Context: an optimization exercise on an open-source flow, tuned for small area and few clock cycles. The choices shown serve that exercise and are no tape-out recipe. In this exercise RTL edits were held to simulation tests only and were not proved equivalent to the original. Power figures rest on the tool's default switching activity, not on a simulated workload.

## run 1
// sorted_priority_queue
module sorted_priority_queue (
  input  logic          clk,
  input  logic          rst,
  input  logic          cmd_valid,
  output logic          cmd_ready,
  input  logic [32:0]   cmd,
  output logic          res_valid,
  input  logic          res_ready,
  output logic [22:0]   res
);
  localparam int N = spq_pkg::DEPTH;
  logic [spq_pkg::OCC_BITS-1:0] count;
  logic [1:0]                   kind;
  logic                         res_free;
  logic                         accept;
  logic                         is_ins;
  logic                         is_full;
  logic                         is_empty;
  logic                         can_ins;
  logic                         do_ins;
  logic                         do_rm;
  logic [N-1:0]                 free;
  logic [N-1:0]                 below;
  logic [N-1:0]                 below_q;
  logic [N-1:0]                 at_count;
  logic [N-1:0]                 inject;
  logic [N-1:0]                 pend_q;
  logic [spq_pkg::RANK_W-1:0]   n_below;
  logic [spq_pkg::RANK_W-1:0]   pend_level;
  logic [spq_pkg::KEY_BITS-1:0] key        [N];
  logic [spq_pkg::ID_BITS-1:0]  id         [N];
  logic [spq_pkg::RANK_W-1:0]   level      [N];
  logic [spq_pkg::RANK_W-1:0]   level_next [N];
  logic [spq_pkg::ID_BITS-1:0]  removed_id;
  always_comb begin
    inject  = '0;
    can_ins = 1'b0;
    for (int i = 0; i < N; i++) begin
      if (spq_pkg::INJ_AT[i]) begin
        inject[i] = free[i] && !can_ins;
        can_ins   = can_ins || free[i];
      end
    end
  end
  assign res_free  = !res_valid || res_ready;
  assign is_ins    = !cmd[32];
  assign is_full   = count[spq_pkg::OCC_BITS-1];
  assign is_empty  = (count == '0);
  assign cmd_ready = res_free && (!is_ins || is_full || can_ins);
  assign accept    = cmd_valid && cmd_ready;
  assign do_ins    = accept && is_ins && !is_full;
  assign do_rm     = accept && !is_ins && !is_empty;
  always_comb begin
    n_below = '0;
    for (int i = 0; i < N; i++) n_below = n_below + spq_pkg::RANK_W'(below_q[i]);
  end
  assign pend_level = spq_pkg::RANK_W'(count) - 1'b1 - n_below;
  for (genvar i = 0; i < N; i++) begin : g_cell
  ...
Size: roughly 2200 cells after synthesis, roughly 610 flip-flops.
Settings: LEC_CHECK=0, CAP_MARGIN=20, CORE_MARGIN=2, CORE_UTILIZATION=60, CTS_CLUSTER_DIAMETER=60, CTS_CLUSTER_SIZE=20, SLEW_MARGIN=20; clock period 5.0 ns.
run.sh (not shown) runs the stock make flow with config.mk's settings and CLKGATE_MAP_FILE= SYNTH_SCRIPT=/design/flow/synth_recipe.tcl, a recipe that flattens the netlist after the stock synthesis.
Testbench counts of run 1, summed over its fixed seeds: cycles 25,354.
Setup changes, run 1 to run 2
- CTS_CLUSTER_DIAMETER changed from 60 to 100
- CTS_CLUSTER_SIZE changed from 20 to 30
- CORE_UTILIZATION changed from 60 to 40
Run 2 was carried through to the last stage, and its layout satisfied the timing, DRC and antenna checks. Overall power: lower on run 2. Of run 1 and run 2, the run reporting the lower setup fix buffers added after clock tree synthesis was run 1. Peak per-stage delay on the critical path delta for run 2 relative to run 1: 0.02 ns lower. Summary of run 2 over run 1: width of the die increased 44 um; clock power decreased 22%. Looking at standard cell with the maximum stage delay on the critical path, the a2111oi_1 result is from run 2; the clkdlybuf4s50_1 one comes from run 1. Looking at part of the total power dissipated in the clock network across run 1 and run 2, the one that comes out higher is run 1.
Inputs modified between run 2 and run 3:
- an added CTS_BUF_LIST of sky130_fd_sc_hd__clkbuf_4 sky130_fd_sc_hd__clkbuf_8
- a deleted CTS_CLUSTER_SIZE that had been 30
- a deleted CTS_CLUSTER_DIAMETER that had been 100
--- outcome ---
Across run 3 and run 2, the outcome is the same: a clean finish for every run.
Looking at run 3 and run 2, the power drawn by the combinational cells is a wash.
Run 3 vs. run 2: met3 routed wirelength went up by 7.4%.
Run 3 vs run 2, end point of the critical path: res[6] vs cmd_ready
Global-route track usage on met3 in run 3 is 1.1 points higher than in run 2
Clock buffer instance count of the final layout on run 3 is up relative to run 2.
Summary of the comparison: total via count after detailed routing is higher in run 3, relative to run 2.
Comparing run 3 and run 2, the lower global-route wire length before repair is on run 2.

sorted_priority_queue, a different RTL version from the one above (not shown whole).
For scale: about 2000 cells after synthesis, about 610 flip-flops, roughly 22000 sq um of cells after synthesis.
export LEC_CHECK = 0
export CAP_MARGIN = 20
export CORE_MARGIN = 2
export CORE_UTILIZATION = 60
export CTS_BUF_LIST = sky130_fd_sc_hd__clkbuf_8
export CTS_CLUSTER_DIAMETER = 60
export CTS_CLUSTER_SIZE = 20
export SLEW_MARGIN = 20
create_clock -name core_clock -period 5.0 [get_ports {clk}]
standard.sh (not shown) runs the stock make flow with config.mk's settings and CLKGATE_MAP_FILE= SYNTH_SCRIPT=/design/flow/synth_recipe.tcl, a recipe that flattens the netlist after the stock synthesis.
==> flow/flow/run.sh <==
#!/bin/bash
# The standard layout, with two changes: synthesis keeps spq_ge2, two
# bits of the key compare's borrow chain, as a module of its own until the
# netlist is flattened, so each step maps to a few small gates; and the
# smallest buffer goes on every input and output port in place of the one the
# resizer would pick. The make output goes to standard.log; ORFS's own step
# logs stay under orfs/logs.
set -euo pipefail
export SYNTH_KEEP_MODULES=spq_ge2
export BUFFER_PORTS_ARGS="-buffer_cell sky130_fd_sc_hd__buf_1"
bash standard.sh > standard.log 2>&1
The baseline produced a clean layout.
Testbench counts at the start, summed over its fixed seeds: cycles 25,354.
Then changed:
CORE_UTILIZATION = 70   (was 60)
CTS_BUF_LIST = default   (was sky130_fd_sc_hd__clkbuf_8)
CTS_CLUSTER_DIAMETER = 100   (was 60)
CTS_CLUSTER_SIZE = 30   (was 20)
PLACE_DENSITY = 0.8   (was default)
Effect: Critical path depth is unchanged; sequential share of layout area went up by 0.67 points; die area came out lower by 14%.

run A:
RTL: one of the versions met above, not the one the previous note started from.
Size in the first run: roughly 2200 cells after synthesis, roughly 610 flip-flops, roughly 62 I/O pins.
Settings: LEC_CHECK=0, CAP_MARGIN=20, CORE_MARGIN=2, CORE_UTILIZATION=40, CTS_CLUSTER_DIAMETER=100, CTS_CLUSTER_SIZE=30, SLEW_MARGIN=20; clock period 5.0 ns.
==> flow/flow/run.sh <==
#!/bin/bash
# The standard layout, with the smallest buffer on every input and output
# port in place of the one the resizer would pick. The make output goes to
# standard.log; ORFS's own step logs stay under orfs/logs.
set -euo pipefail
export BUFFER_PORTS_ARGS="-buffer_cell sky130_fd_sc_hd__buf_1"
bash standard.sh > standard.log 2>&1
Run A | stages: all done | timing, DRC, antenna: all pass
Testbench counts of run A, summed over its fixed seeds: cycles 25,354.
The following lists how run B was set up differently from run A:
==> flow/run.sh (new file) <==
#!/bin/bash
# synth_recipe.tcl (not shown) runs the flow's synth.tcl, then flattens the netlist and writes it again
# the make line also repeats each setting of config.mk as NAME=value (left out here)
make -C /OpenROAD-flow-scripts/flow DESIGN_CONFIG=/design/flow/config.mk WORK_HOME=/design/flow/orfs CLKGATE_MAP_FILE= SYNTH_SCRIPT=/design/flow/synth_recipe.tcl finish
diff --git a/flow/config.mk b/flow/config.mk
--- a/flow/config.mk
+++ b/flow/config.mk
@@ -9,5 +9,6 @@
 export CORE_MARGIN = 2
 export CORE_UTILIZATION = 40
-export CTS_CLUSTER_DIAMETER = 100
-export CTS_CLUSTER_SIZE = 30
+export CTS_CLUSTER_DIAMETER = 60
+export CTS_CLUSTER_SIZE = 20
+export GPL_TIMING_DRIVEN = 0
 export SLEW_MARGIN = 20
removed: flow/flow/run.sh
removed: flow/standard.sh
Run B completed end to end with timing, DRC and antenna clean.
Depth of the worst register-to-register path delta for run B relative to run A: 2 lower
The non-clock buffer contribution to total cell area reported for run B is greater than that of run A by 2.0 points.
Looking at non-filler instance count after layout, run B sits 3.3% higher than run A does.
Lower met1 track demand over resource in global routing was reported by run A, not run B.
Wire length of the first global-routing pass (run B vs. run A) increases by a little under 10%
Lower fmax was reported by run B, not run A.
Going from run A to run B, the clock network power share was found to have gone up by 4.3 points.
Going from run A to run B, non-clock buffer count grew by more than half.
Cell area (higher): run B
> inputs changed (run B -> run C)
diff --git a/flow/config.mk b/flow/config.mk
--- a/flow/config.mk
+++ b/flow/config.mk
@@ -9,6 +9,3 @@
 export CORE_MARGIN = 2
 export CORE_UTILIZATION = 40
-export CTS_CLUSTER_DIAMETER = 60
-export CTS_CLUSTER_SIZE = 20
-export GPL_TIMING_DRIVEN = 0
 export SLEW_MARGIN = 20
Run C finished end to end and its layout was clean on timing, DRC and antenna. Looking only at worst-case reg-to-reg path depth, and setting everything else aside, the higher value of run B and run C goes to run C. In the tables for run B and run C, total power of the final layout reads lower with run B. Run C and run B ended up with roughly the same area share of buffers outside the clock network. Worst setup slack after layout sits higher in run C than in run B. Run C vs run B, worst setup path endpoint: level[12][3] vs res[16]. Area: run C vs run B -> run C larger.

port drivers added, routing unchanged:
The flow's constraints put no driver on any port. The routed layouts listed below were extracted and timed again, unchanged, in two steps.
Step 1 (the two cells are an assumption about what drives the block):
set clk [get_ports {clk}]
set_driving_cell -lib_cell sky130_fd_sc_hd__clkbuf_16 $clk
set_driving_cell -lib_cell sky130_fd_sc_hd__buf_2 [delete_from_list [all_inputs] $clk]
Step 2 also shifts input and output timing later by t, the mid clock arrival at the registers, as if the neighbouring blocks saw the same clock.
Slacks: ideal / step 1 / step 2; pairs: ideal / step 1.
run | t (ns) | setup slack, ns | slew at the worst register clock pin (ns) | worst data-port slew with drivers (ns) | pins driven straight from the clock port
run 1 | 0.643 | 0.261 / 0.201 / 0.338 | 0.09 / 0.09 | 0.08 | 1
run 2 | 0.653 | 0.169 / 0.109 / 0.193 | 0.12 / 0.12 | 0.06 | 1
run 3 | 0.745 | 0.209 / 0.155 / 0.192 | 0.07 / 0.07 | 0.06 | 1
the first run of note 2 | 0.694 | 0.195 / 0.195 / 0.195 | 0.12 / 0.12 | 0.07 | 1
the second run of note 2 | 0.639 | 0.276 / 0.276 / 0.175 | 0.11 / 0.11 | 0.08 | 1
run A | 0.656 | 0.250 / 0.193 / 0.380 | 0.12 / 0.12 | 0.08 | 1
run B | 0.643 | 0.123 / 0.064 / 0.133 | 0.08 / 0.08 | 0.08 | 1
run C | 0.657 | 0.267 / 0.224 / 0.176 | 0.06 / 0.06 | 0.06 | 1
After both steps every run listed still meets setup and hold. The setup slack of the second run of note 2, which loses most, moves by 0.000 ns with the drivers and by -0.101 ns with both steps.
